This is an optimization exercise on Yosys and OpenROAD, whose aim is small area, a short achievable clock period and few clock cycles per item, not a production implementation.
Where RTL was checked, it was by simulation tests only, not by an equivalence proof against the original.
Power and IR drop assume default switching activity.

v6:
==> flow/design.v (excerpt) <==
module backlight_fade_dim_controller #(
  parameter int TIME_BITS = 32,
  parameter int DUTY_BITS = 8
) (
  input  logic                 clk,
  input  logic                 rst,
  input  logic                 cfg_valid,
  output logic                 cfg_ready,
  input  logic [2:0]           cfg_index,
  input  logic [TIME_BITS-1:0] cfg_data,
  input  logic                 in_valid,
  output logic                 in_ready,
  input  logic [2:0]           func,
  input  logic [TIME_BITS-1:0] now_ms,
  input  logic [TIME_BITS-1:0] last_activity_ms,
  input  logic                 in_dim_phase,
  output logic                 out_valid,
  input  logic                 out_ready,
  output logic [DUTY_BITS-1:0] duty,
  output logic                 duty_written,
  output logic                 pwm_running,
  output logic                 backlight_cut
);
Size in the first run: ~4,700 cells after synthesis, roughly 120 I/O pins, roughly 0.050 mm2 of cells after synthesis.
Settings: LEC_CHECK=0, CAP_MARGIN=20, CORE_MARGIN=2, CORE_UTILIZATION=40, SETUP_SLACK_MARGIN=4.5, SLEW_MARGIN=20; clock period 9.0 ns.
run.sh (not shown) runs the stock make flow with config.mk's settings and CLKGATE_MAP_FILE= SYNTH_SCRIPT=/design/flow/synth_recipe.tcl, a recipe that flattens the netlist after the stock synthesis.
The following lists how v7 was set up differently from v6:
- changing SETUP_SLACK_MARGIN from 4.5 to 5
No run among v6 and v7 stopped early or left any final violation; all are clean.
NOTE: overall power of the completed layout in v7 exceeds that of v6
Sequential share of layout area (lower): v7
v6 has higher final HPWL from detailed placement than v7.
From v6 to v7 the numbers moved as follows: part of the power in the clock network fell 0.7 points, global-route usage comparable.
Between v7 and v6, it is v7 whose count of plain and timing-repair buffers is higher, by about 27%.
v6 has lower first-iteration DRC count than v7.
No run of this note included a check of the RTL's function; only the layout flow was run.

---

== exp/tundra ==
Another version of the RTL of backlight_fade_dim_controller (not shown whole).
For scale: ~4700 cells after synthesis, ~740 flip-flops, roughly 120 I/O pins, about 49000 um^2 of cells after synthesis.
export LEC_CHECK = 0
export CAP_MARGIN = 20
export CORE_MARGIN = 2
export CORE_UTILIZATION = 70
export CTS_BUF_LIST = sky130_fd_sc_hd__clkbuf_16
export CTS_CLUSTER_DIAMETER = 60
export CTS_CLUSTER_SIZE = 22
export SETUP_SLACK_MARGIN = 5
export SLEW_MARGIN = 20
create_clock -name core_clock -period 9.0 [get_ports {clk}]
standard.sh (not shown) runs the stock make flow with config.mk's settings and CLKGATE_MAP_FILE= SYNTH_SCRIPT=/design/flow/synth_recipe.tcl, a recipe that flattens the netlist after the stock synthesis.
==> flow/flow/run.sh <==
#!/bin/bash
# Standard layout, with plain buf_1 cells (instead of the default pick) as the port buffers.
set -euo pipefail
sed "s/\"\${@:-finish}\"/'BUFFER_PORTS_ARGS=-buffer_cell sky130_fd_sc_hd__buf_1' \"\${@:-finish}\"/" standard.sh > standard_ports.sh
grep -q "BUFFER_PORTS_ARGS" standard_ports.sh
bash standard_ports.sh finish > flow_make.log 2>&1
exp/tundra went all the way through the flow, and no timing, DRC or antenna check failed.
Testbench counts of exp/tundra, summed over its fixed seeds: cycles 13,575, items 13,015.
Modified inputs, exp/lagoon compared to exp/tundra
diff --git a/flow/config.mk b/flow/config.mk
--- a/flow/config.mk
+++ b/flow/config.mk
@@ -11 +11 @@
-export CTS_BUF_LIST = sky130_fd_sc_hd__clkbuf_16
+export CTS_BUF_LIST = sky130_fd_sc_hd__clkbuf_8
@@ -13 +13 @@
-export CTS_CLUSTER_SIZE = 22
+export CTS_CLUSTER_SIZE = 16
==> comparison <==
Worst hold slack across exp/lagoon and exp/tundra: no real change.
The lower total power of exp/lagoon and exp/tundra is in exp/lagoon.
Number of filler cells placed in the layout (exp/lagoon over exp/tundra): increase, 83
The final-layout clock buffer total in exp/lagoon is 1.2 times that in exp/tundra.
exp/lagoon ended up with now1[5] as its launch point of the critical path; exp/tundra ended up with now1[0].
Taking exp/tundra as the reference, in exp/lagoon slack of the critical path decreased 0.042 ns, clock insertion delay at the later pin of the skew report grew by 0.03 ns, routed wire length per instance lost about 0.64%, proportion of cell area occupied by multi-input gates grew by 0.56 points.
The end of the critical path comes out ehz2 in one run and pos2[30] in the other, namely in exp/tundra and exp/lagoon respectively.
Number of rows in the core area came out exactly the same in exp/lagoon and exp/tundra.
Input-level comparison between exp/pepper and exp/lagoon:
diff --git a/flow/config.mk b/flow/config.mk
--- a/flow/config.mk
+++ b/flow/config.mk
@@ -12,2 +11,0 @@
-export CTS_CLUSTER_DIAMETER = 60
-export CTS_CLUSTER_SIZE = 16
[summary]
Fraction of met3 tracks used by global routing: exp/pepper vs exp/lagoon — no meaningful difference. The routing usage on met2 reported for exp/pepper is greater than that of exp/lagoon by 0.34 points. Compared exp/pepper against exp/lagoon; share of final layout cell area taken by non-clock buffers within noise. Going from exp/lagoon to exp/pepper, power climbed 0.77 mW, leakage power of the design climbed 0.61 nW, non-clock buffer count dropped about 1%. Looking at number of buffers inserted by post-CTS setup repair, exp/pepper sits 1 below exp/lagoon. Compared exp/lagoon against exp/pepper; first-iteration DRC count within noise.
diff inputs: exp/pepper => exp/violet
diff --git a/flow/config.mk b/flow/config.mk
--- a/flow/config.mk
+++ b/flow/config.mk
@@ -10,2 +10,4 @@
-export CORE_UTILIZATION = 70
-export CTS_BUF_LIST = sky130_fd_sc_hd__clkbuf_8
+export CORE_UTILIZATION = 55
+export CTS_BUF_LIST = sky130_fd_sc_hd__clkbuf_16
+export CTS_CLUSTER_DIAMETER = 60
+export CTS_CLUSTER_SIZE = 22
Findings:
- exp/violet closes out successfully: all stages finished, all timing, DRC and antenna checks passed.
- Changes observed in exp/violet relative to exp/pepper: first-pass detailed-route iteration total lost 1, global-route usage over all layers lost 6.8 points.
- Against exp/pepper, exp/violet comes in 2.7 points lower on met3 demand-to-capacity share in global routing.
- As far as setup-violating endpoint count in the final report goes, exp/violet and exp/pepper are indistinguishable; the numbers are identical.

---

Setup of maple:
Another version of the RTL of backlight_fade_dim_controller (not shown whole).
For scale: roughly 4700 cells after synthesis.
==> flow/config.mk <==
export PLATFORM = sky130hd
export DESIGN_NAME = backlight_fade_dim_controller
export DESIGN_NICKNAME = backlight_fade_dim_controller
export VERILOG_FILES = /design/flow/design.v
export SDC_FILE = /design/flow/constraint.sdc
export NUM_CORES = 4
export LEC_CHECK = 0
export CAP_MARGIN = 20
export CORE_MARGIN = 2
export CORE_UTILIZATION = 70
export CTS_BUF_LIST = sky130_fd_sc_hd__clkbuf_8
export SETUP_SLACK_MARGIN = 5
export SLEW_MARGIN = 20
==> flow/constraint.sdc <==
create_clock -name core_clock -period 9.0 [get_ports {clk}]
set_input_delay 1.8000 -clock core_clock [delete_from_list [all_inputs] [get_ports {clk}]]
set_output_delay 1.8000 -clock core_clock [all_outputs]
set_load 0.01 [all_outputs]
run.sh (not shown) runs the stock make flow with config.mk's settings and CLKGATE_MAP_FILE= SYNTH_SCRIPT=/design/flow/synth_recipe.tcl, a recipe that flattens the netlist after the stock synthesis.
Stock flow here: none of the scripts above is used.
maple went all the way through the flow, and no timing, DRC or antenna check failed.
Edits applied to the flow inputs when going from maple to fjord:
- a deleted CTS_BUF_LIST that had been sky130_fd_sc_hd__clkbuf_8
- a change of CORE_UTILIZATION from 70 to 40
==> comparison <==
- The flow did not stop early for fjord: all stages ran, and the layout cleared the timing, design-rule and antenna checks.
- fjord does better than maple on first-iteration DRC count.
- fjord vs. maple: logic gate share of total power dropped 1.0 points; global-route usage shrank by 14 points; setup slack grew by 0.13 ns; number of antenna violations at the first check in global routing went up; final total power higher.
- Power attributed to the clock group came out higher on fjord than on maple.
No run of this note included a check of the RTL's function; only the layout flow was run.

[separate check: timing with driven ports]
In the flow no input, the clock included, has a driving cell. The finished layouts below were timed again as built, in two steps.
Step 1 assumes that a clkbuf_16 drives the clock port and a buf_2 every other input.
Step 2 adds t to the input delays and takes it off the output delays; t is the mean of the earliest and latest rising clock arrival at the registers after step 1. Input paths then give back, and output paths get back, about the clock's delay inside the block.
Slacks: no drivers / after step 1 / after step 2; pairs: no drivers / after step 1.
| run | t, ns | slack for setup (ns) | clock arrival spread, ns | worst slew at a driven data input, ns |
|---|---|---|---|---|
| v6 | 0.744 | 4.624 / 4.624 / 4.624 | 0.052 / 0.052 | 0.07 |
| v7 | 0.741 | 4.878 / 4.878 / 4.610 | 0.065 / 0.066 | 0.06 |
| exp/tundra | 0.724 | 4.951 / 4.951 / 4.661 | 0.025 / 0.025 | 0.11 |
| exp/lagoon | 0.742 | 4.910 / 4.910 / 4.647 | 0.045 / 0.045 | 0.11 |
| exp/pepper | 0.842 | 4.942 / 4.942 / 4.588 | 0.044 / 0.044 | 0.11 |
| exp/violet | 0.724 | 4.933 / 4.933 / 4.871 | 0.037 / 0.037 | 0.11 |
| maple | 0.849 | 4.860 / 4.860 / 4.672 | 0.048 / 0.047 | 0.10 |
| fjord | 0.758 | 4.990 / 4.990 / 4.698 | 0.070 / 0.070 | 0.09 |
After both steps setup and hold are still met in every run listed. For exp/pepper, which loses most, drivers alone change the setup slack by 0.000 ns; drivers and shift together by -0.354 ns.
